From an optimization exercise on the open Yosys and OpenROAD flow, aimed at a short achievable clock period and few clock cycles; shortcuts taken in it are not production practice.
Function was checked by simulation only, so behaviour that the tests miss may differ from the original.
Power is estimated from default activity; no workload was simulated.

==> flow/config.mk <==
export PLATFORM = sky130hd
export DESIGN_NAME = cybercobra_mc
export DESIGN_NICKNAME = cybercobra_mc
export VERILOG_FILES = /design/flow/design.v
export SDC_FILE = /design/flow/constraint.sdc
export NUM_CORES = 4
export LEC_CHECK = 0
export CAP_MARGIN = 20
export CORE_MARGIN = 2
export CORE_UTILIZATION = 40
export SETUP_SLACK_MARGIN = 5
export SLEW_MARGIN = 20
==> flow/design.v <==
module cybercobra_mc #(
    parameter logic [31:0] RESET_PC = 32'h0000_0000,
    parameter int          SW_W     = 16
) (
    input  logic            clk_i,
    input  logic            rst_i,
    output logic            imem_req_o,
    output logic [31:0]     imem_addr_o,
    input  logic            imem_valid_i,
    input  logic [31:0]     imem_rdata_i,
    input  logic [SW_W-1:0] sw_i,
    input  logic            sw_valid_i,
    output logic            sw_ack_o,
    output logic [31:0]     out_o,
    output logic            halted_o
    ,
    output logic [31:0]     instret_o
);
    localparam logic [4:0] ALU_ADD  = 5'b00000;
    localparam logic [4:0] ALU_SLL  = 5'b00001;
    localparam logic [4:0] ALU_SLTS = 5'b00010;
    localparam logic [4:0] ALU_SLTU = 5'b00011;
    localparam logic [4:0] ALU_XOR  = 5'b00100;
    localparam logic [4:0] ALU_SRL  = 5'b00101;
    localparam logic [4:0] ALU_OR   = 5'b00110;
    localparam logic [4:0] ALU_AND  = 5'b00111;
    localparam logic [4:0] ALU_SUB  = 5'b01000;
    localparam logic [4:0] ALU_SRA  = 5'b01101;
    localparam logic [4:0] ALU_EQ   = 5'b11000;
    localparam logic [4:0] ALU_NE   = 5'b11001;
    localparam logic [4:0] ALU_LTS  = 5'b11100;
    localparam logic [4:0] ALU_GES  = 5'b11101;
    localparam logic [4:0] ALU_LTU  = 5'b11110;
    localparam logic [4:0] ALU_GEU  = 5'b11111;
    function automatic logic [31:0] add32(input logic [31:0] a, input logic [31:0] b,
                                          input logic cin);
        logic [31:0] g, p, gg, pp;
        g = a & b;
        p = a ^ b;
        gg = g;
        pp = p;
        gg[0] = g[0] | (p[0] & cin);
        for (int d = 1; d < 32; d = d * 2) begin
            for (int i = 31; i >= d; i--) begin
                gg[i] = gg[i] | (pp[i] & gg[i-d]);
                pp[i] = pp[i] & pp[i-d];
            end
        end
        add32 = p ^ {gg[30:0], cin};
    endfunction
    function automatic logic less32(input logic [31:0] a, input logic [31:0] b);
        logic [31:0] g, e;
        g = ~a & b;
        e = ~(a ^ b);
        for (int s = 1; s < 32; s = s * 2) begin
            for (int i = 0; i < 32; i = i + 2 * s) begin
                g[i] = g[i+s] | (e[i+s] & g[i]);
                e[i] = e[i+s] & e[i];
            end
        end
        less32 = g[0];
    endfunction
    function automatic logic [8:0] csum8(input logic [7:0] a, input logic [7:0] b);
        logic [7:0] s0, s1, c0, c1;
        logic       n0, n1;
        s0 = a ^ b;
        s1 = ~(a ^ b);
        c0 = a & b;
        c1 = a | b;
        for (int w = 1; w < 8; w = w * 2) begin
            for (int i = 0; i < 8; i = i + 2 * w) begin
                for (int j = i + w; j < i + 2 * w; j++) begin
                    n0 = c0[i] ? s1[j] : s0[j];
                    n1 = c1[i] ? s1[j] : s0[j];
                    s0[j] = n0;
                    s1[j] = n1;
                end
                n0 = c0[i] ? c1[i+w] : c0[i+w];
                n1 = c1[i] ? c1[i+w] : c0[i+w];
                c0[i] = n0;
                c1[i] = n1;
            end
        end
        csum8 = {c0[0], s0};
    endfunction
    logic [31:0] rf [1:31];
    logic        xv_q;                  
    logic        x_j_q;                 
    logic        x_beq_q, x_bne_q, x_blt_q, x_bge_q;   
    logic        x_pred_q;              
    logic        x_b_q;                 
    logic [5:0]  x_bix_q;               
    logic        x_sgn_q;               
    logic        x_halt_q;              
    logic        x_sw_q;                
    logic        x_wen_q;               
    logic [4:0]  x_wa_q;
    logic        x_ws_sw_q;             
    logic [31:0] x_imm_q;               
    logic        x_add_q, x_sub_q, x_sll_q, x_srl_q, x_sra_q, x_slt_q;
    logic        x_xor_q, x_or_q, x_and_q;
    logic [31:0] opa_q, opb_q;          
    logic        stalled_q;             
    logic [31:0] opa_hold_q;            
    logic [21:0] fhi_q, fhp_q, fhm_q;
    logic [2:0]  fsel_q;
    logic [7:0]  flo_q;
    logic [21:0] x_hb_q, x_hbp_q, x_hbm_q;
    logic [2:0]  x_ssel_q, x_tsel_q;
    logic [7:0]  x_slo_q, x_tlo_q;
    logic        halted_q;
    logic [31:0] out_q;
    logic [31:0] instret_q;
    logic        wb_en_q;               
    logic [4:0]  wb_wa_q;
    logic [31:0] wb_data_q;
    logic [31:0] sw_ext;
    assign sw_ext = 32'($signed(sw_i));
    logic eq, lt, taken, redirect;
    assign eq = ~|(opa_q ^ opb_q);
    assign lt = less32({opa_q[31] ^ x_sgn_q, opa_q[30:0]}, {opb_q[31] ^ x_sgn_q, opb_q[30:0]});
    assign taken = x_j_q | (x_beq_q & eq) | (x_bne_q & ~eq) | (x_blt_q & lt) | (x_bge_q & ~lt);
    assign redirect = xv_q & (taken ^ x_pred_q);
    logic [31:0] alu_res;
    always_comb begin
        alu_res = ({32{x_add_q}} & add32(opa_q, opb_q, 1'b0))
                | ({32{x_sub_q}} & add32(opa_q, ~opb_q, 1'b1))
                | ({32{x_sll_q}} & (opa_q << opb_q[4:0]))
                | ({32{x_srl_q}} & (opa_q >> opb_q[4:0]))
                | ({32{x_sra_q}} & $unsigned($signed(opa_q) >>> opb_q[4:0]))
                | ({32{x_slt_q}} & {31'd0, lt})
                | ({32{x_xor_q}} & (opa_q ^ opb_q))
                | ({32{x_or_q}}  & (opa_q | opb_q))
                | ({32{x_and_q}} & (opa_q & opb_q));
    end
    logic [31:0] wr_data;
    assign wr_data = alu_res | ({32{x_ws_sw_q}} & sw_ext) | x_imm_q;
    logic x_stall, x_done;
    assign x_stall = x_sw_q & ~sw_valid_i;
    assign x_done  = xv_q & ~x_stall;
    logic [21:0] na_hi;                 
    assign na_hi = ({22{fsel_q[0]}} & fhi_q) | ({22{fsel_q[1]}} & fhp_q) | ({22{fsel_q[2]}} & fhm_q);
    assign imem_addr_o = {na_hi, flo_q, RESET_PC[1:0]};
    assign imem_req_o  = ~halted_q;
    assign sw_ack_o    = x_sw_q & sw_valid_i;
    assign halted_o    = halted_q;
    assign out_o       = out_q;
    logic [31:0] fi;
    assign fi = imem_rdata_i;
    logic        f_j, f_b, f_w;
    logic [1:0]  f_ws;
    logic [4:0]  f_op, f_ra1, f_ra2, f_wa;
    logic [7:0]  f_offs;
    assign f_j    = fi[31];
    assign f_b    = fi[30] & ~fi[31];
    assign f_w    = ~fi[31] & ~fi[30];
    assign f_ws   = fi[29:28];
    assign f_op   = fi[27:23];
    assign f_ra1  = fi[22:18];
    assign f_ra2  = fi[17:13];
    assign f_offs = fi[12:5];
    assign f_wa   = fi[4:0];
    logic [31:0] rf1, rf2, rd1, rd2;
    logic        fwd1, fwd2, wbf1, wbf2;
    always_comb begin
        rf1 = 32'd0;
        rf2 = 32'd0;
        for (int i = 1; i < 32; i++) begin
            rf1 = rf1 | ({32{f_ra1 == 5'(i)}} & rf[i]);
            rf2 = rf2 | ({32{f_ra2 == 5'(i)}} & rf[i]);
        end
    end
    assign fwd1 = x_wen_q && (x_wa_q == f_ra1);
    assign fwd2 = x_wen_q && (x_wa_q == f_ra2);
    assign wbf1 = wb_en_q && (wb_wa_q == f_ra1);
    assign wbf2 = wb_en_q && (wb_wa_q == f_ra2);
    assign rd1  = fwd1 ? wr_data : (wbf1 ? wb_data_q : rf1);
    assign rd2  = fwd2 ? wr_data : (wbf2 ? wb_data_q : rf2);
    logic f_sgn;
    assign f_sgn = (f_op == ALU_SLTS) || (f_op == ALU_LTS) || (f_op == ALU_GES);
    logic [1:0]  bp_ctr [64];
    logic [63:0] bp_v;
    logic [5:0]  f_bix;
    logic        bp_hit, bp_taken;
    assign f_bix    = flo_q[5:0];
    assign bp_hit   = bp_v[f_bix];
    assign bp_taken = bp_ctr[f_bix][1];
    logic f_pred;
    assign f_pred = f_j | (f_b & (bp_hit ? bp_taken : f_offs[7]));
    logic [21:0] na_hp, na_hm;
    logic [8:0]  seq_lo, tgt_lo;
    logic [2:0]  seq_sel, tgt_sel;
    assign na_hp   = na_hi + 22'd1;
    assign na_hm   = na_hi - 22'd1;
    assign seq_lo  = {1'b0, flo_q} + 9'd1;
    assign seq_sel = seq_lo[8] ? 3'b010 : 3'b001;
    assign tgt_lo  = csum8(flo_q, f_offs);
    assign tgt_sel = (f_offs[7] == tgt_lo[8]) ? 3'b001 : (tgt_lo[8] ? 3'b010 : 3'b100);
    logic accept;
    assign accept = ~halted_q & ~x_stall & ~redirect & ~(xv_q & x_halt_q) & imem_valid_i;
    always_ff @(posedge clk_i) begin
        if (rst_i) begin
            xv_q     <= 1'b0;
            x_j_q    <= 1'b0;
            x_beq_q  <= 1'b0;
            x_bne_q  <= 1'b0;
            x_blt_q  <= 1'b0;
            x_bge_q  <= 1'b0;
            x_pred_q <= 1'b0;
            x_b_q    <= 1'b0;
            bp_v     <= 64'd0;
            x_halt_q <= 1'b0;
            x_sw_q   <= 1'b0;
            x_wen_q  <= 1'b0;
            fhi_q    <= RESET_PC[31:10];
            fsel_q   <= 3'b001;
            flo_q    <= RESET_PC[9:2];
            halted_q <= 1'b0;
            out_q    <= 32'd0;
            instret_q <= 32'd0;
            wb_en_q   <= 1'b0;
        end else begin
            wb_en_q <= x_done & x_wen_q;
            if (x_done) begin
                out_q     <= stalled_q ? opa_hold_q : opa_q;
                instret_q <= instret_q + 32'd1;
                if (x_halt_q) halted_q <= 1'b1;
            end
            if (!x_stall) begin
                xv_q     <= accept;
                x_j_q    <= accept & f_j;
                x_beq_q  <= accept & f_b & (f_op == ALU_EQ);
                x_bne_q  <= accept & f_b & (f_op == ALU_NE);
                x_blt_q  <= accept & f_b & ((f_op == ALU_LTS) || (f_op == ALU_LTU));
                x_bge_q  <= accept & f_b & ((f_op == ALU_GES) || (f_op == ALU_GEU));
                x_pred_q <= accept & f_pred;
                x_b_q    <= accept & f_b;
                x_halt_q <= accept & f_j & (f_offs == 8'd0);
                x_sw_q   <= accept & f_w & (f_ws == 2'b10);
                x_wen_q  <= accept & f_w & (f_wa != 5'd0);
            end
            if (xv_q && x_b_q) bp_v[x_bix_q] <= 1'b1;
            if (redirect) begin
                fhi_q  <= x_hb_q;
                fsel_q <= taken ? x_tsel_q : x_ssel_q;
                flo_q  <= taken ? x_tlo_q : x_slo_q;
            end else if (accept) begin
                fhi_q  <= na_hi;
                fsel_q <= f_pred ? tgt_sel : seq_sel;
                flo_q  <= f_pred ? tgt_lo[7:0] : seq_lo[7:0];
            end
        end
    end
    always_ff @(posedge clk_i) begin
        if (!x_stall) begin
            x_wa_q     <= f_wa;
            x_ws_sw_q  <= f_ws == 2'b10;
            x_imm_q    <= (f_ws == 2'b00) ? {{9{fi[27]}}, fi[27:5]} : 32'd0;
            x_add_q    <= (f_ws == 2'b01) && (f_op == ALU_ADD);
            x_sub_q    <= (f_ws == 2'b01) && (f_op == ALU_SUB);
            x_sll_q    <= (f_ws == 2'b01) && (f_op == ALU_SLL);
            x_srl_q    <= (f_ws == 2'b01) && (f_op == ALU_SRL);
            x_sra_q    <= (f_ws == 2'b01) && (f_op == ALU_SRA);
            x_slt_q    <= (f_ws == 2'b01) && ((f_op == ALU_SLTS) || (f_op == ALU_SLTU));
            x_xor_q    <= (f_ws == 2'b01) && (f_op == ALU_XOR);
            x_or_q     <= (f_ws == 2'b01) && (f_op == ALU_OR);
            x_and_q    <= (f_ws == 2'b01) && (f_op == ALU_AND);
            x_sgn_q    <= f_sgn;
            x_bix_q    <= f_bix;
            x_hb_q     <= na_hi;
            x_hbp_q    <= na_hp;
            x_hbm_q    <= na_hm;
            x_ssel_q   <= seq_sel;
            x_slo_q    <= seq_lo[7:0];
            x_tsel_q   <= tgt_sel;
            x_tlo_q    <= tgt_lo[7:0];
        end
    end
    always_ff @(posedge clk_i) begin
        opa_q      <= rd1;
        opb_q      <= rd2;
        stalled_q  <= x_stall;
        if (!stalled_q) opa_hold_q <= opa_q;
    end
    always_ff @(posedge clk_i) begin
        if (rst_i) begin
            fhp_q <= RESET_PC[31:10] + 22'd1;
            fhm_q <= RESET_PC[31:10] - 22'd1;
        end else if (redirect) begin
            fhp_q <= x_hbp_q;
            fhm_q <= x_hbm_q;
        end else if (accept) begin
            fhp_q <= na_hp;
            fhm_q <= na_hm;
        end
    end
    always_ff @(posedge clk_i) begin
        if (xv_q && x_b_q) begin
            if (!bp_v[x_bix_q])                        bp_ctr[x_bix_q] <= taken ? 2'd2 : 2'd1;
            else if (taken && bp_ctr[x_bix_q] != 2'd3)  bp_ctr[x_bix_q] <= bp_ctr[x_bix_q] + 2'd1;
            else if (!taken && bp_ctr[x_bix_q] != 2'd0) bp_ctr[x_bix_q] <= bp_ctr[x_bix_q] - 2'd1;
        end
    end
    always_ff @(posedge clk_i) begin
        wb_wa_q   <= x_wa_q;
        wb_data_q <= wr_data;
    end
    always_ff @(posedge clk_i) begin
        for (int i = 1; i < 32; i++) begin
            if (wb_en_q && wb_wa_q == 5'(i)) rf[i] <= wb_data_q;
        end
    end
    assign instret_o = instret_q;
endmodule
==> flow/standard.sh <==
#!/bin/bash
# synth_recipe.tcl (not shown) runs the flow's synth.tcl, then flattens the netlist and writes it again
# the make line also repeats each setting of config.mk as NAME=value (left out here)
make -C /OpenROAD-flow-scripts/flow DESIGN_CONFIG=/design/flow/config.mk WORK_HOME=/design/flow/orfs CLKGATE_MAP_FILE= SYNTH_SCRIPT=/design/flow/synth_recipe.tcl "${@:-finish}"
==> flow/constraint.sdc <==
create_clock -name core_clock -period 10.0 [get_ports {clk_i}]
set_input_delay 2.0000 -clock core_clock [delete_from_list [all_inputs] [get_ports {clk_i}]]
set_output_delay 2.0000 -clock core_clock [all_outputs]
set_load 0.01 [all_outputs]
==> flow/flow/run.sh <==
#!/bin/bash
set -euo pipefail
bash standard.sh SETUP_SLACK_MARGIN=5.8 'BUFFER_PORTS_ARGS=-buffer_cell sky130_fd_sc_hd__buf_6' finish > standard_flow.log 2>&1
==> results of run 1 <==
-- sequential cells by signal, summed over array words and instances (netlist names), 23 cells and up, named ones only --
register / count
bp_ctr: 128
bp_v: 64
instret_q: 32
opa_hold_q: 32
opa_q: 32
opb_q: 32
out_q: 32
rf: 992
wb_data_q: 32
x_imm_q: 23
-- power by group through the flow --
stage / Combinational (mW) / Clock (mW) / Sequential [mW]
detailed placement: 3.17 / 0 / 8.60
CTS: 3.41 / 6.38 / 8.45
finish: 3.69 / 6.35 / 8.49
global route: 3.89 / 6.64 / 8.52
floorplan: 2.11 / 0 / 8.34
global placement: 3.15 / 0 / 8.58
-- kinds of logic after synthesis --
| family | Yosys count | share of synthesized area |
|---|---|---|
| buf+inv | 661 | 0.0342 |
| compound gates | 1840 | 0.179 |
| xor+xnor | 119 | 0.0137 |
| simple gates | 1632 | 0.0997 |
| flops | 1614 | 0.588 |
| fa+ha+maj | 155 | 0.0257 |
| mux | 308 | 0.0599 |
| other cells | 1 | 0.0000492 |
-- cell usage in the layout (no fill, tap or decap), drive strengths merged, types with 50 or more instances in the layout --
master     n
nand2    384
clkinv    64
dfxtp    363
a31oi     50
nand4    139
inv      200
nand3    203
o22ai     55
edfxtp  1251
buf      459
a221oi   202
nor2     573
a22o     189
mux2i    167
ha       152
mux4     116
xnor2     70
o21ai    176
clkbuf   227
a222oi    87
a22oi    548
a21oi    240
nor3      84
-- worst max-delay path, stage by stage --
cell      delay, ps
buf_6           130
nand3b_1        390
nor2_4          680
buf_4           600
a22oi_1         320
nand4_1         190
nor4_1           70
nand2_1          70
o21ai_1         320
mux2i_1         330
-- stage by stage --
| stage | std cells | power, mW | cell area, sq um | setup WS [ps] |
|---|---|---|---|---|
| floorplan | 6331 | 10.5 | 76400 | 5150 |
| global route | 9166 | 19.0 | 89500 | 5650 |
| finish | 9175 | 18.5 | 89500 | 5630 |
| CTS | 9104 | 18.2 | 88300 | 5650 |
| detailed placement | 8708 | 11.8 | 81500 | 4280 |
| global placement | 8702 | 11.7 | 81400 | 2820 |
-- layout make-up --
cell class / instances / area, sq um
inverters: 201 / 806
multi-input cells: 4057 / 30500
fillers: 16800 / 100000
repair buffers: 467 / 4550
well taps: 2511 / 3140
clock buffers: 222 / 4640
clock inverters: 90 / 927
flip-flops and latches: 1614 / 44900
diodes: 13 / 32.5
-- worst max-delay path by stage --
stage                           from             to  slack, ps  cells after the start
floorplan            imem_rdata_i[5]      fsel_q[0]       5150                     14
global placement            opb_q[2]      opa_q[30]       2820                     13
detailed placement         opa_q[21]  bp_ctr[31][1]       4280                     12
CTS                       sw_valid_i       sw_ack_o       5650                      3
global route              sw_valid_i       sw_ack_o       5650                      3
finish              imem_rdata_i[21]       opa_q[2]       5630                     10
-- routing by layer --
| metal | vias to the layer above | global-route usage | routed length [um] |
|---|---|---|---|
| met2 | 6216 | 0.486 | 142000 |
| met1 | 31700 | 0.422 | 119000 |
| li1 | 25400 | - | - |
| met3 | 1733 | 0.137 | 53100 |
| met5 | - | 0.000744 | 159 |
| met4 | 16 | 0.203 | 26700 |
-- what timing repair did --
item,4_1_cts,5_1_grt
hold endpoints to repair,0,0
buffers inserted,81,52
gates cloned,3,5
hold buffers,0,0
endpoints found under the setup margin,443,409
gates resized for setup,142,153
pin swaps,40,23
==> run summary, run 1 <==
* Outcome: no timing/DRC/antenna violations
* Worst slew pin tran at 1350 ps
* Routed vias at 65100
* Area grow syn2layout at 17.3%
* Top-count cell post-synth: edfxtp_1
* Cell internal pwr at 12.9 mW
* DIE AREA at 0.194 sq mm
* Hold Crit Start: opa_hold_q[26]
* Num CTS Buffers at 165
* Layout cell share with drive strength beyond 1 at 0.183
* Post-layout nets at 6713
* Setup crit end kind: flip-flop
* Util after Layout at 0.472
* DR pass1 iterations at 13
* GRT Residual Overflow at 0
* Netlist cell types at 101
* Top FF cell, synth: edfxtp_1
* Clock Latency Late Sink at 860 ps
* First-pass GRT wire length at 465000 um
* Power Density at 207 mW/mm^2
* WL/cell at 37.2 um
* Post-Syn Instances at 6330
* Clock Pin Slew Worst Setup and Hold Paths at 60 ps
* Final setup TNS at 0 ps
* CTS H-tree lvls at 4
* GP Congestion at 0.999
* Initial antenna violation count at 12
* Post-Syn Area at 0.0763 sq mm
* Pins over their slew limit at 0
* RSZ-0062 raised after global routing: yes
* Max cap viols at 0
* Fmax at 229 MHz
* Clk sinks at 1614
* Number of global-route vias before repair at 60600
* CP required at 10730 ps
* Startpoint types: primary input
* Switching Share at 0.305
* DRC Markers at 0
* Fraction of registers with async set/reset at 0
* Share of the synthesized area in the top cell type at 0.493
* Iter 0 DRT Violations at 14300
* Routed Antenna Nets at 0
* Final Setup Violations at 0
* Post-Syn Area per Cell at 12.0 sq um
* Core Area at 0.190 sq mm
* Static leakage at 30.6 nW
* Total Wirelength at 341000 um
* Register share of total power at 0.458
* Synth cell count leaders: 1251 x edfxtp_1, 572 x nor2_1, 548 x a22oi_1
* #FFs+latches synth at 1614
* Worst slew margin at 0.0991
* Die Wd at 441 um
* IO buf count at 148
* Yosys warning count at 2
* Clock share of power at 0.343
* WP data arrival at 5100 ps
* Ports at 151
* Starting Density at 0.402
* Reg2Reg Capture Point: bp_ctr[10][1]
* Crit path time final at 4370 ps
* Worst Path Max Fanout at 21
* Period utilization at 0.437
* R2R depth at 13
* Final Hold Vio Count at 0
* EDFF count, synth at 1251
* Vias per cell at 7.09
* Register area share after synthesis at 0.588
* Largest net degree at the start of global routing at 97
* TritonCTS clock tree: built
* CTS max path bufs at 3
* Detailed placement HPWL at 200000 um
* Worst Hold End: opa_hold_q[26]
* Combinational Power Share at 0.199
* FP Rows at 160
* Die height at 441 um
* Root Buffer: clkbuf_16
* WHS Path Cells at 2
* Worst IR Drop VDD at 187 uV
* Internal reg-to-reg setup slack at 5830 ps
* Synth area leader: edfxtp_1
* Sw power at 5.65 mW
* Crit Path Class: in -> reg
* Total track usage at 0.337
* Top cells by area, synth: edfxtp_1 49%, dfxtp_1 9.5%, a22oi_1 5.4%
* Worst Hold Class: reg -> reg
* Setup Skew at 67.4 ps
* R2r startpoint: opa_q[13]
* Fin Hold WS at 473 ps
Testbench counts, summed over its fixed seeds: cycles 82,645.
==> run 2, diff against run 1 <==
--- a/flow/config.mk
+++ b/flow/config.mk
@@ -7,6 +7,6 @@
 export LEC_CHECK = 0
 export CAP_MARGIN = 20
 export CORE_MARGIN = 2
-export CORE_UTILIZATION = 40
+export CORE_UTILIZATION = 46
 export SETUP_SLACK_MARGIN = 5
 export SLEW_MARGIN = 20
==> run summary, run 2 <==
* Setup WS pre-CTS at 4380 ps (was 4280 ps)
* Post-layout nets at 6718 (was 6713)
* Die height at 411 um (was 441 um)
* Iter 0 DRT Violations at 15800 (was 14300)
* First-pass GRT wire length at 467000 um (was 465000 um)
* Worst Hold Class: reg -> reg (unchanged)
* Post-Syn Area per Cell at 12.0 sq um (unchanged)
* Switching Share at 0.305 (about the same)
* Share of the synthesized area in the top cell type at 0.493 (unchanged)
* Number of global-route vias before repair at 60800 (was 60600)
* Yosys warning count at 2 (unchanged)
* DIE AREA at 0.169 sq mm (was 0.194 sq mm)
* Period utilization at 0.462 (was 0.437)
* Sw power at 5.70 mW (was 5.65 mW)
* Synth Area in Adders at 0.0257 (unchanged)
* Setup crit end kind: flip-flop (unchanged)
* CP required at 10660 ps (was 10730 ps)
* Clock Latency Late Sink at 890 ps (was 860 ps)
* Area grow syn2layout at 16.9% (was 17.3%)
* WP data arrival at 5280 ps (was 5100 ps)
* Starting Density at 0.463 (was 0.402)
* Fin Hold WS at 456 ps (was 473 ps)
* Max cap viols at 0 (unchanged)
* WHS Path Cells at 2 (unchanged)
* Post-synthesis simple-gate area fraction at 0.0997 (unchanged)
* WL/cell at 38.4 um (was 37.2 um)
* Routed Antenna Nets at 0 (unchanged)
* CTS max path bufs at 3 (unchanged)
* R2R depth at 13 (unchanged)
* Synth Area in Compound Gates at 0.179 (unchanged)
* Top cells by area, synth: edfxtp_1 49%, dfxtp_1 9.5%, a22oi_1 5.4% (unchanged)
* Final setup TNS at 0 ps (unchanged)
* Worst slew pin tran at 1340 ps (was 1350 ps)
* Top FF cell, synth: edfxtp_1 (unchanged)
* Mux contribution to synthesized area at 0.0599 (unchanged)
* Netlist cell types at 101 (unchanged)
* CTS H-tree lvls at 4 (unchanged)
* XOR/XNOR Fraction of Synth Area at 0.0137 (unchanged)
* Commonest non-fill, non-tap cell in the layout: edfxtp_1 (unchanged)
* Pwr Total at 18.7 mW (was 18.5 mW)
* Largest family of logic cells by synthesized area: compound AO/OA/AOI/OAI gates (unchanged)
* FP Rows at 149 (was 160)
* Setup Skew at 102 ps (was 67.4 ps)
* Pins over their slew limit at 0 (unchanged)
* Fmax at 216 MHz (was 229 MHz)
* Post-Syn Instances at 6330 (unchanged)
* Worst Path Max Fanout at 35 (was 21)
* Register area share after synthesis at 0.588 (unchanged)
* Vias per cell at 7.34 (was 7.09)
* Clock share of power at 0.351 (was 0.343)
* Static leakage at 30.6 nW (about the same)
* Most frequent cells in the layout: 1251 x edfxtp_1, 548 x a22oi_1, 426 x nor2_1 (was 1251 x edfxtp_1, 548 x a22oi_1, 438 x nor2_1)
* Outcome: no timing/DRC/antenna violations (unchanged)
* EDFF count, synth at 1251 (unchanged)
* Layout fillers at 13800 (was 16800)
* Post-Syn Area at 0.0763 sq mm (unchanged)
* Root Buffer: clkbuf_16 (unchanged)
* GRT Residual Overflow at 0 (unchanged)
* IO buf count at 148 (unchanged)
* Clock Pin Slew Worst Setup and Hold Paths at 60 ps (about the same)
* Largest net degree at the start of global routing at 99 (was 97)
* Final Hold Vio Count at 0 (unchanged)
* DR pass1 iterations at 15 (was 13)
* Power Density at 210 mW/mm^2 (was 207 mW/mm^2)
* Largest reg by FF count: rf (unchanged)
* Worst IR Drop VDD at 178 uV (was 187 uV)
* Initial antenna violation count at 13 (was 12)
* Max FFs per register at 992 (unchanged)
* Clk sinks at 1614 (unchanged)
* Cell internal pwr at 13.0 mW (was 12.9 mW)
* Register share of total power at 0.453 (was 0.458)
* TritonCTS clock tree: built (unchanged)
* DP Cell Count at 8400 (was 8708)
* Ports at 151 (unchanged)
* Worst slew margin at 0.101 (was 0.0991)
* # hold bufs at CTS at 0 (unchanged)
* GP Congestion at 0.992 (was 0.999)
* Total track usage at 0.390 (was 0.337)
* Combinational Power Share at 0.196 (was 0.199)
* Final Setup Violations at 0 (unchanged)
* Num CTS Buffers at 170 (was 165)
* Routed vias at 65000 (was 65100)
* RSZ-0062 raised after global routing: yes (unchanged)
* DRC Markers at 0 (unchanged)
* Fraction of registers with async set/reset at 0 (unchanged)
* Detailed placement HPWL at 195000 um (was 200000 um)
* Top-count cell post-synth: edfxtp_1 (unchanged)
* Crit Path Class: in -> reg (unchanged)
* Non-filler cells, final at 8853 (was 9175)
* Worst Setup Slack, final at 5380 ps (was 5630 ps)
* Crit path time final at 4620 ps (was 4370 ps)
* Core Area at 0.165 sq mm (was 0.190 sq mm)
* #FFs+latches synth at 1614 (unchanged)
* Die Wd at 411 um (was 441 um)
* Layout cell share with drive strength beyond 1 at 0.184 (was 0.183)
* Largest regs: rf x992, bp_ctr x128, bp_v x64 (unchanged)
* Synth area leader: edfxtp_1 (unchanged)
* Synth cell count leaders: 1251 x edfxtp_1, 572 x nor2_1, 548 x a22oi_1 (unchanged)
* Startpoint types: primary input (unchanged)
* Total Wirelength at 340000 um (was 341000 um)
## run 2: what timing repair did
action                                  in CTS  in global routing
cloned                                       1                  2
setup buffers                               57                 66
gates resized for setup                    156                125
pin swaps                                   31                 28
endpoints found under the setup margin     437                354
## run 2: stage by stage
| stage | utilization | area (sq um) |
|---|---|---|
| finish | 0.541 | 89100 |
| floorplan | - | 76400 |
| detailed placement | 0.492 | 81200 |
| global route | 0.541 | 89100 |
| CTS | 0.534 | 88000 |
| global placement | 0.492 | 81100 |
## run 2: critical path, stage by stage
cell and delay (ps):
buf_6 140, xor2_1 170, nor4_1 470, nand3_4 650, buf_6 510, o21ai_0 1090, mux2i_1 190
## run 2: final cells by class
type / instances / area, sq um / area share
inverter: 201 / 785 / 0.00880
clock inverter: 100 / 1240 / 0.0139
clock buffer: 219 / 4580 / 0.0514
tap: 2189 / 2740 / 0.0307
sequential: 1614 / 44900 / 0.504
antenna: 6 / 15.0 / 0.000168
timing repair buffer: 467 / 4350 / 0.0488
multi-input combinational: 4057 / 30500 / 0.342
## run 2: worst paths after layout
path               startpoint             to  slack, ps
max          imem_rdata_i[20]      opa_q[24]       5380
min                x_hbm_q[1]       fhm_q[1]        460
max reg2reg         opb_q[31]  bp_ctr[60][0]       5770
min reg2reg        x_hbm_q[1]       fhm_q[1]        460
## run 2: cell families (layout without fill, tap and decap cells)
family,count (synthesis),count (layout)
AOI/OAI and AO/OA,1840,1840
xor gates and xnor gates,119,119
adders and majority gates,155,155
buffers and inverters,661,987
DFF,1614,1614
muxes,308,308
other,1,8
and+or+nand+nor,1632,1633
## run 2: routing by layer
metal	share of wire	wire length, um	vias to the layer above	track usage
met1	0.35	119000	31300	0.491
met5	0.0019	650	-	0.0187
met2	0.40	137000	6429	0.551
met4	0.077	26300	39	0.216
met3	0.17	57100	1860	0.179
li1	-	-	25400	-
## run 2: power groups by stage
stage / clock (mW) / sequential, mW / combinational (mW)
2_1_floorplan: 0 / 8.34 / 2.11
3_3_place_gp: 0 / 8.57 / 3.19
3_5_place_dp: 0 / 8.58 / 3.21
4_1_cts: 6.58 / 8.44 / 3.40
5_1_grt: 6.85 / 8.51 / 3.87
6_report: 6.56 / 8.47 / 3.66
==> run 3, diff against run 2 <==
==> flow/flow/run.sh (replaced) <==
#!/bin/bash
set -euo pipefail
bash standard.sh SETUP_SLACK_MARGIN=6.2 'BUFFER_PORTS_ARGS=-buffer_cell sky130_fd_sc_hd__buf_6' finish > standard_flow.log 2>&1
--- a/flow/config.mk
+++ b/flow/config.mk
@@ -7,6 +7,6 @@
 export LEC_CHECK = 0
 export CAP_MARGIN = 20
 export CORE_MARGIN = 2
-export CORE_UTILIZATION = 46
+export CORE_UTILIZATION = 40
 export SETUP_SLACK_MARGIN = 5
 export SLEW_MARGIN = 20
==> run summary, run 3 <==
* Outcome: no timing/DRC/antenna violations (unchanged)
* Setup Skew at 58.3 ps (was 102 ps)
* Starting Density at 0.402 (was 0.463)
* Clk sinks at 1614 (unchanged)
* CTS H-tree lvls at 4 (unchanged)
* Ports at 151 (unchanged)
* IO buf count at 148 (unchanged)
* Routed vias at 68000 (was 65000)
* First-pass GRT wire length at 497000 um (was 467000 um)
* Setup crit end kind: primary output (was flip-flop)
* Root Buffer: clkbuf_16 (unchanged)
* Pins over their slew limit at 0 (unchanged)
* Post-Syn Instances at 6330 (unchanged)
* Top-count cell post-synth: edfxtp_1 (unchanged)
* Num CTS Buffers at 167 (was 170)
* Fmax at 230 MHz (was 216 MHz)
* Largest net degree at the start of global routing at 139 (was 99)
* Crit path time final at 4350 ps (was 4620 ps)
* GP Congestion at 1.03 (was 0.992)
* Final setup TNS at 0 ps (unchanged)
* Power Density at 208 mW/mm^2 (was 210 mW/mm^2)
* Max cap viols at 0 (unchanged)
* TritonCTS clock tree: built (unchanged)
* Final Hold Vio Count at 0 (unchanged)
* Period utilization at 0.435 (was 0.462)
* Layout cell share with drive strength beyond 1 at 0.244 (was 0.184)
* Fraction of registers with async set/reset at 0 (unchanged)
* DR pass1 iterations at 20 (was 15)
* Worst Setup Slack, final at 5650 ps (was 5380 ps)
* Clock Latency Late Sink at 860 ps (was 890 ps)
* Area grow syn2layout at 24.0% (was 16.9%)
* Routed Antenna Nets at 0 (unchanged)
* RSZ-0062 raised after global routing: yes (unchanged)
* Crit Path Class: in -> out (was in -> reg)
* Detailed placement HPWL at 207000 um (was 195000 um)
* Yosys warning count at 2 (unchanged)
* DIE AREA at 0.194 sq mm (was 0.169 sq mm)
* Commonest non-fill, non-tap cell in the layout: edfxtp_1 (unchanged)
* Post-Syn Area per Cell at 12.0 sq um (unchanged)
* Iter 0 DRT Violations at 15000 (was 15800)
* Synth area leader: edfxtp_1 (unchanged)
* EDFF count, synth at 1251 (unchanged)
* Top cells by area, synth: edfxtp_1 49%, dfxtp_1 9.5%, a22oi_1 5.4% (unchanged)
* Number of global-route vias before repair at 63300 (was 60800)
* Worst IR Drop VDD at 186 uV (was 178 uV)
* Total track usage at 0.363 (was 0.390)
* Internal reg-to-reg setup slack at 5740 ps (was 5770 ps)
* WL/cell at 39.1 um (was 38.4 um)
* FP Rows at 160 (was 149)
* Core Area at 0.190 sq mm (was 0.165 sq mm)
* Netlist cell types at 101 (unchanged)
* Total Wirelength at 368000 um (was 340000 um)
* CP required at 8000 ps (was 10660 ps)
* Startpoint types: primary input (unchanged)
* #FFs+latches synth at 1614 (unchanged)
* Clock Pin Slew Worst Setup and Hold Paths at 60 ps (about the same)
* Static leakage at 32.5 nW (was 30.6 nW)
* DRC Markers at 0 (unchanged)
* Register area share after synthesis at 0.588 (unchanged)
* Die height at 441 um (was 411 um)
* Top FF cell, synth: edfxtp_1 (unchanged)
* Worst Path Max Fanout at 2 (was 35)
* Largest regs: rf x992, bp_ctr x128, bp_v x64 (unchanged)
* Initial antenna violation count at 27 (was 13)
* GRT Residual Overflow at 0 (unchanged)
* Worst slew margin at 0.186 (was 0.101)
* Post-Syn Area at 0.0763 sq mm (unchanged)
* Worst Hold Class: reg -> reg (unchanged)
* Final Setup Violations at 0 (unchanged)
* Most frequent cells in the layout: 1251 x edfxtp_1, 546 x a22oi_1, 378 x nor2_1 (was 1251 x edfxtp_1, 548 x a22oi_1, 426 x nor2_1)
* Largest reg by FF count: rf (unchanged)
* Max FFs per register at 992 (unchanged)
* Die Wd at 441 um (was 411 um)
* Synth cell count leaders: 1251 x edfxtp_1, 572 x nor2_1, 548 x a22oi_1 (unchanged)
* Setup WS pre-CTS at 3950 ps (was 4380 ps)
* Vias per cell at 7.21 (was 7.34)
* Share of the synthesized area in the top cell type at 0.493 (unchanged)
* Post-layout nets at 6961 (was 6718)
* Worst slew pin tran at 1220 ps (was 1340 ps)
* WP data arrival at 2350 ps (was 5280 ps)
* CTS max path bufs at 3 (unchanged)
run 3: layout make-up:
class                           count  area (sq um)
Inverter                          201           870
Fill cell                       16200         95200
Clock inverter                     83          1040
Antenna cell                       20          50.0
Clock buffer                      229          4730
Tap cell                         2511          3140
Timing Repair Buffer              710          7550
Multi-Input combinational cell   4060         32200
Sequential cell                  1614         45000
run 3: routing by layer:
metal	global-route usage	vias to the layer above	part of all wire
met3	0.149	2215	0.16
met1	0.442	32700	0.33
met4	0.250	20	0.093
met2	0.523	7046	0.41
met5	0.00571	-	0.0012
li1	-	25900	-
run 3: cell families (layout without fill, tap and decap cells):
group,count (synthesis),count (layout),synth area share
compound gates,1840,1841,0.179
xor+xnor,119,119,0.0137
fa+ha+maj,155,155,0.0257
buf+inv,661,1223,0.0342
flops,1614,1614,0.588
mux,308,308,0.0599
other cells,1,22,0.0000492
simple gates,1632,1635,0.0997
run 3: critical path: stages:
cell and delay (ps):
buf_6 90, and2_4 150, buf_6 110
run 3: power breakdown:
group | internal (mW) | leakage, nW | switching [mW]
Clock | 3.78 | 2.81 | 2.81
Combinational | 1.80 | 15.0 | 2.73
Sequential | 7.94 | 14.6 | 0.607
run 3: path summary, 6_finish.rpt:
path	from	cells after the start	end
min reg2reg	x_hbm_q[1]	2	fhm_q[1]
max	sw_valid_i	3	sw_ack_o
min	x_hbm_q[1]	2	fhm_q[1]
max reg2reg	fsel_q[2]	25	fhm_q[16]
run 3: stage by stage:
stage	util	instances	instance area [sq um]	hold WS, ps	total power, mW
after global routing	0.498	9412	94500	494	20.1
after detailed placement	0.432	8710	81900	460	12.0
final	0.498	9428	94600	474	19.7
after CTS	0.485	9279	92000	473	19.0
after floorplan	-	6331	77200	407	10.5
after global placement	0.431	8706	81900	437	11.9
run 3: what timing repair did:
item | 4_1_cts | 5_1_grt
pin swaps | 111 | 116
setup buffers | 239 | 111
gates cloned | 18 | 16
resized for setup | 475 | 285
hold endpoints to repair | 0 | 0
endpoints found under the setup margin | 473 | 465
hold buffers | 0 | 0
==> run 4, diff against run 3 <==
--- a/flow/design.v
+++ b/flow/design.v
@@ -90,6 +90,8 @@
     logic        x_pred_q;              
     logic        x_b_q;                 
     logic [5:0]  x_bix_q;               
+    logic [5:0]  x_hist_q;              
+    logic        x_hv_q;                
     logic        x_sgn_q;               
     logic        x_halt_q;              
     logic        x_sw_q;                
@@ -178,13 +180,20 @@
     assign rd2  = fwd2 ? wr_data : (wbf2 ? wb_data_q : rf2);
     logic f_sgn;
     assign f_sgn = (f_op == ALU_SLTS) || (f_op == ALU_LTS) || (f_op == ALU_GES);
+    logic [5:0]  bh [64];
+    logic [63:0] bh_v;
     logic [1:0]  bp_ctr [64];
     logic [63:0] bp_v;
-    logic [5:0]  f_bix;
-    logic        bp_hit, bp_taken;
+    logic [5:0]  f_bix, f_hist;
+    logic        f_hv, bp_hit, bp_taken;
+    logic [5:0]  bhs_q, bhh_q;          
+    logic        bhvs_q, bhvh_q;        
+    logic        nseq_q, nhold_q;       
     assign f_bix    = flo_q[5:0];
-    assign bp_hit   = bp_v[f_bix];
-    assign bp_taken = bp_ctr[f_bix][1];
+    assign f_hist   = nseq_q ? bhs_q : bhh_q;
+    assign f_hv     = (nseq_q & bhvs_q) | (nhold_q & bhvh_q);
+    assign bp_hit   = f_hv & bp_v[f_hist];
+    assign bp_taken = bp_ctr[f_hist][1];
     logic f_pred;
     assign f_pred = f_j | (f_b & (bp_hit ? bp_taken : f_offs[7]));
     logic [21:0] na_hp, na_hm;
@@ -209,6 +218,9 @@
             x_pred_q <= 1'b0;
             x_b_q    <= 1'b0;
             bp_v     <= 64'd0;
+            bh_v     <= 64'd0;
+            nseq_q   <= 1'b0;
+            nhold_q  <= 1'b0;
             x_halt_q <= 1'b0;
             x_sw_q   <= 1'b0;
             x_wen_q  <= 1'b0;
@@ -239,7 +251,12 @@
                 x_sw_q   <= accept & f_w & (f_ws == 2'b10);
                 x_wen_q  <= accept & f_w & (f_wa != 5'd0);
             end
-            if (xv_q && x_b_q) bp_v[x_bix_q] <= 1'b1;
+            if (xv_q && x_b_q) begin
+                bh_v[x_bix_q] <= 1'b1;
+                if (x_hv_q) bp_v[x_hist_q] <= 1'b1;
+            end
+            nseq_q  <= ~redirect & accept & ~f_pred;
+            nhold_q <= ~redirect & ~accept;
             if (redirect) begin
                 fhi_q  <= x_hb_q;
                 fsel_q <= taken ? x_tsel_q : x_ssel_q;
@@ -267,6 +284,8 @@
             x_and_q    <= (f_ws == 2'b01) && (f_op == ALU_AND);
             x_sgn_q    <= f_sgn;
             x_bix_q    <= f_bix;
+            x_hist_q   <= f_hist;
+            x_hv_q     <= f_hv;
             x_hb_q     <= na_hi;
             x_hbp_q    <= na_hp;
             x_hbm_q    <= na_hm;
@@ -277,6 +296,12 @@
         end
     end
     always_ff @(posedge clk_i) begin
+        bhs_q  <= bh[seq_lo[5:0]];
+        bhvs_q <= bh_v[seq_lo[5:0]];
+        bhh_q  <= bh[flo_q[5:0]];
+        bhvh_q <= bh_v[flo_q[5:0]];
+    end
+    always_ff @(posedge clk_i) begin
         opa_q      <= rd1;
         opb_q      <= rd2;
         stalled_q  <= x_stall;
@@ -296,9 +321,12 @@
     end
     always_ff @(posedge clk_i) begin
         if (xv_q && x_b_q) begin
-            if (!bp_v[x_bix_q])                        bp_ctr[x_bix_q] <= taken ? 2'd2 : 2'd1;
-            else if (taken && bp_ctr[x_bix_q] != 2'd3)  bp_ctr[x_bix_q] <= bp_ctr[x_bix_q] + 2'd1;
-            else if (!taken && bp_ctr[x_bix_q] != 2'd0) bp_ctr[x_bix_q] <= bp_ctr[x_bix_q] - 2'd1;
+            bh[x_bix_q] <= bh_v[x_bix_q] ? {bh[x_bix_q][4:0], taken} : {5'd0, taken};
+            if (x_hv_q) begin
+                if (!bp_v[x_hist_q])                         bp_ctr[x_hist_q] <= taken ? 2'd2 : 2'd1;
+                else if (taken && bp_ctr[x_hist_q] != 2'd3)  bp_ctr[x_hist_q] <= bp_ctr[x_hist_q] + 2'd1;
+                else if (!taken && bp_ctr[x_hist_q] != 2'd0) bp_ctr[x_hist_q] <= bp_ctr[x_hist_q] - 2'd1;
+            end
         end
     end
     always_ff @(posedge clk_i) begin
==> flow/flow/run.sh (replaced) <==
#!/bin/bash
set -euo pipefail
bash standard.sh SETUP_SLACK_MARGIN=5.8 'BUFFER_PORTS_ARGS=-buffer_cell sky130_fd_sc_hd__buf_6' finish > standard_flow.log 2>&1
==> run summary, run 4 <==
* GRT Residual Overflow at 0 (unchanged)
* Max FFs per register at 992 (unchanged)
* FP Rows at 184 (was 160)
* #FFs+latches synth at 2085 (was 1614)
* Yosys warning count at 2 (unchanged)
* Clock Pin Slew Worst Setup and Hold Paths at 60 ps (about the same)
* Number of global-route vias before repair at 76200 (was 63300)
* DIE AREA at 0.257 sq mm (was 0.194 sq mm)
* Final Setup Violations at 0 (unchanged)
* Worst Path Max Fanout at 27 (was 2)
* WP data arrival at 5140 ps (was 2350 ps)
* Commonest non-fill, non-tap cell in the layout: edfxtp_1 (unchanged)
* CP required at 10700 ps (was 8000 ps)
* Top FF cell, synth: edfxtp_1 (unchanged)
* Crit path max-delay family: simple AND/OR/NAND/NOR gates (was buffers and inverters)
* Area of the multi-input gates at 0.0418 sq mm (was 0.0322 sq mm)
* Top cells by area, synth: edfxtp_1 49%, mux4_2 11%, dfxtp_1 8.7% (was edfxtp_1 49%, dfxtp_1 9.5%, a22oi_1 5.4%)
* Post-Syn Area per Cell at 12.9 sq um (was 12.0 sq um)
* Layout fillers at 22000 (was 16200)
* Area grow syn2layout at 15.1% (was 24.0%)
* Worst slew pin tran at 1190 ps (was 1220 ps)
* Clock Latency Late Sink at 910 ps (was 860 ps)
* Fmax at 225 MHz (was 230 MHz)
* Ports at 151 (unchanged)
* GP Congestion at 1.01 (was 1.03)
* Period utilization at 0.444 (was 0.435)
* XOR/XNOR Fraction of Synth Area at 0.0101 (was 0.0137)
* Outcome: no timing/DRC/antenna violations (unchanged)
* Largest reg by FF count: rf (unchanged)
* Power Density at 220 mW/mm^2 (was 208 mW/mm^2)
* Worst Hold Class: reg -> reg (unchanged)
* CTS max path bufs at 3 (unchanged)
* Util after Layout at 0.464 (was 0.498)
* Crit Path Class: in -> reg (was in -> out)
* Largest regs: rf x992, bh x384, bp_ctr x128 (was rf x992, bp_ctr x128, bp_v x64)
* Vias per cell at 7.12 (was 7.21)
* Worst IR Drop VDD at 193 uV (was 186 uV)
* Worst Setup Slack, final at 5560 ps (was 5650 ps)
* Post-Syn Area at 0.101 sq mm (was 0.0763 sq mm)
* Synth Area in Compound Gates at 0.143 (was 0.179)
* CP bufs+invs at 2 (unchanged)
* Total track usage at 0.327 (was 0.363)
* Post-Syn Instances at 7836 (was 6330)
* Root Buffer: clkbuf_16 (unchanged)
* Post-layout nets at 8152 (was 6961)
* Pins over their slew limit at 0 (unchanged)
* Netlist cell types at 93 (was 101)
* Iter 0 DRT Violations at 16900 (was 15000)
* Startpoint types: primary input (unchanged)
* Slowest cell on crit path: buf_4 (was and2_4)
* EDFF count, synth at 1642 (was 1251)
* TritonCTS clock tree: built (unchanged)
* Final Hold Vio Count at 0 (unchanged)
* DR pass1 iterations at 17 (was 20)
* Register area share after synthesis at 0.574 (was 0.588)
* Routed vias at 81800 (was 68000)
* IO buf count at 148 (unchanged)
* Fraction of registers with async set/reset at 0 (unchanged)
* CP cell instances: buf_6 > or3b_2 > nor2_4 > buf_4 > a22o_1 > a221oi_1 > nand4_1 > o22ai_1 > mux2i_1 (was buf_6 > and2_4 > buf_6)
* Mux contribution to synthesized area at 0.132 (was 0.0599)
* Num CTS Buffers at 206 (was 167)
* Setup crit end kind: flip-flop (was primary output)
* Most frequent cells in the layout: 1642 x edfxtp_1, 659 x nor2_1, 511 x mux4_2 (was 1251 x edfxtp_1, 546 x a22oi_1, 378 x nor2_1)
* Starting Density at 0.403 (was 0.402)
* Initial antenna violation count at 20 (was 27)
* CTS H-tree lvls at 4 (unchanged)
* Die height at 507 um (was 441 um)
* Setup WS pre-CTS at 4130 ps (was 3950 ps)
* Total Wirelength at 437000 um (was 368000 um)
* DRC Markers at 0 (unchanged)
* # hold bufs at CTS at 0 (unchanged)
* Synth Area in Adders at 0.0198 (was 0.0257)
* Synth area leader: edfxtp_1 (unchanged)
* Max incr delay on CP at 710 ps (was 150 ps)
* Top-count cell post-synth: edfxtp_1 (unchanged)
* Layout cell share with drive strength beyond 1 at 0.210 (was 0.244)
* WL/cell at 38.0 um (was 39.1 um)
* Die Wd at 507 um (was 441 um)
* Largest family of logic cells by synthesized area: compound AO/OA/AOI/OAI gates (unchanged)
* Largest net degree at the start of global routing at 113 (was 139)
* Post-synthesis simple-gate area fraction at 0.0905 (was 0.0997)
* Synth cell count leaders: 1642 x edfxtp_1, 786 x nor2_1, 511 x mux4_2 (was 1251 x edfxtp_1, 572 x nor2_1, 548 x a22oi_1)
* First-pass GRT wire length at 600000 um (was 497000 um)
* Routed Antenna Nets at 0 (unchanged)
* Setup Skew at 66.4 ps (was 58.3 ps)
* Clk sinks at 2085 (was 1614)
* Worst slew margin at 0.203 (was 0.186)
* Core Area at 0.252 sq mm (was 0.190 sq mm)
* Crit path time final at 4440 ps (was 4350 ps)
* Share of the synthesized area in the top cell type at 0.486 (was 0.493)
* Final setup TNS at 0 ps (unchanged)
* Static leakage at 38.6 nW (was 32.5 nW)
* Detailed placement HPWL at 263000 um (was 207000 um)
* RSZ-0062 raised after global routing: yes (unchanged)
* Max cap viols at 0 (unchanged)
* Non-filler cells, final at 11500 (was 9428)
* DP Cell Count at 10900 (was 8710)
* Reg area at 0.0583 sq mm (was 0.0450 sq mm)
run 4: cell types whose count changed after synthesis, sizes merged, moves of 56 or more:
cell    delta
nor3      +56
a21oi     +83
edfxtp   +391
clkbuf   +109
mux4     +395
nand2     +66
nor2     +213
dfxtp     +80
run 4: worst reg2reg max path: cells and delay by family (launching register included):
kind	cells	cell delay, ps
flops	1	580
buf+inv	2	440
compound gates	6	1910
simple gates	3	620
mux	1	140
fa+ha+maj	1	400
run 4: report_power, final:
| part | switching [mW] | internal [mW] |
|---|---|---|
| Sequential | 0.707 | 10.2 |
| Combinational | 4.15 | 2.62 |
| Clock | 3.58 | 4.32 |
run 4: cells by family after synthesis:
kind of cell | Yosys count
compound gates | 1973
xor+xnor | 117
fa+ha+maj | 159
buf+inv | 798
flops | 2085
mux | 695
other cells | 1
simple gates | 2008
run 4: final timing paths:
| check | startpoint | to | slack [ps] | cells past startpoint |
|---|---|---|---|---|
| worst max-delay path | imem_rdata_i[15] | opb_q[14] | 5560 | 9 |
| worst min-delay path | x_hb_q[0] | fhi_q[0] | 480 | 2 |
| worst max register to register | opb_q[3] | opb_q[23] | 5780 | 13 |
| worst min register to register | x_hb_q[0] | fhi_q[0] | 480 | 2 |
run 4: area by class of cell:
type	count	share of cell area
inverters	206	0.00705
multi-input cells	4957	0.358
clock buffers	271	0.0471
clock inverters	118	0.0110
diodes	24	0.000515
repair buffers	483	0.0401
flip-flops and latches	2085	0.500
well taps	3348	0.0359
repair inverters	2	0.000107
run 4: what timing repair did:
action | in CTS | in global routing
setup endpoints to repair | 837 | 607
cloned | 7 | 4
pin swaps | 28 | 36
setup buffers | 69 | 53
gates resized for setup | 164 | 121
run 4: metal layers:
| layer | GRT usage | routed length (um) |
|---|---|---|
| met2 | 0.468 | 182000 |
| met5 | 0.00815 | 579 |
| met1 | 0.422 | 157000 |
| met4 | 0.169 | 29900 |
| met3 | 0.137 | 67900 |
run 4: metrics by stage:
step / instance area, sq um / power (mW) / hold slack, ps
2_1_floorplan: 102000 / 14.8 / 407
3_3_place_gp: 107000 / 17.1 / 453
3_5_place_dp: 108000 / 17.2 / 466
4_1_cts: 116000 / 25.3 / 481
5_1_grt: 117000 / 26.3 / 500
6_report: 117000 / 25.6 / 478
Testbench counts of run 4, summed over its fixed seeds: cycles 82,215.

what the ideal ports hide:
No port has a modelled driver above. Below, the same layouts with a new extraction and two added sets of constraints.
Step 1 sets driving cells, clkbuf_16 on the clock port and buf_2 on the other inputs (assumed; they add their load-dependent delay and slew).
Step 2 adds t to the input delays and takes it off the output delays; t is the mean of the earliest and latest rising clock arrival at the registers after step 1. Input paths then give back, and output paths get back, about the clock's delay inside the block.
Slacks: ideal ports / drivers / drivers and shift; pairs: ideal ports / drivers.
run | shift t [ns] | setup WS [ns] | worst setup path after step 2 | latest minus earliest clock arrival (ns)
run 1 | 0.914 | 5.630 / 5.546 / 4.631 | input to register | 0.073 / 0.073
run 2 | 0.923 | 5.378 / 5.381 / 4.458 | input to register | 0.104 / 0.104
run 3 | 0.921 | 5.646 / 5.599 / 4.871 | input to register | 0.061 / 0.061
run 4 | 0.980 | 5.563 / 5.469 / 4.488 | input to register | 0.066 / 0.067
After both steps setup and hold are still met in every run listed. For run 4, which loses most, drivers alone change the setup slack by -0.094 ns; drivers and shift together by -1.075 ns.
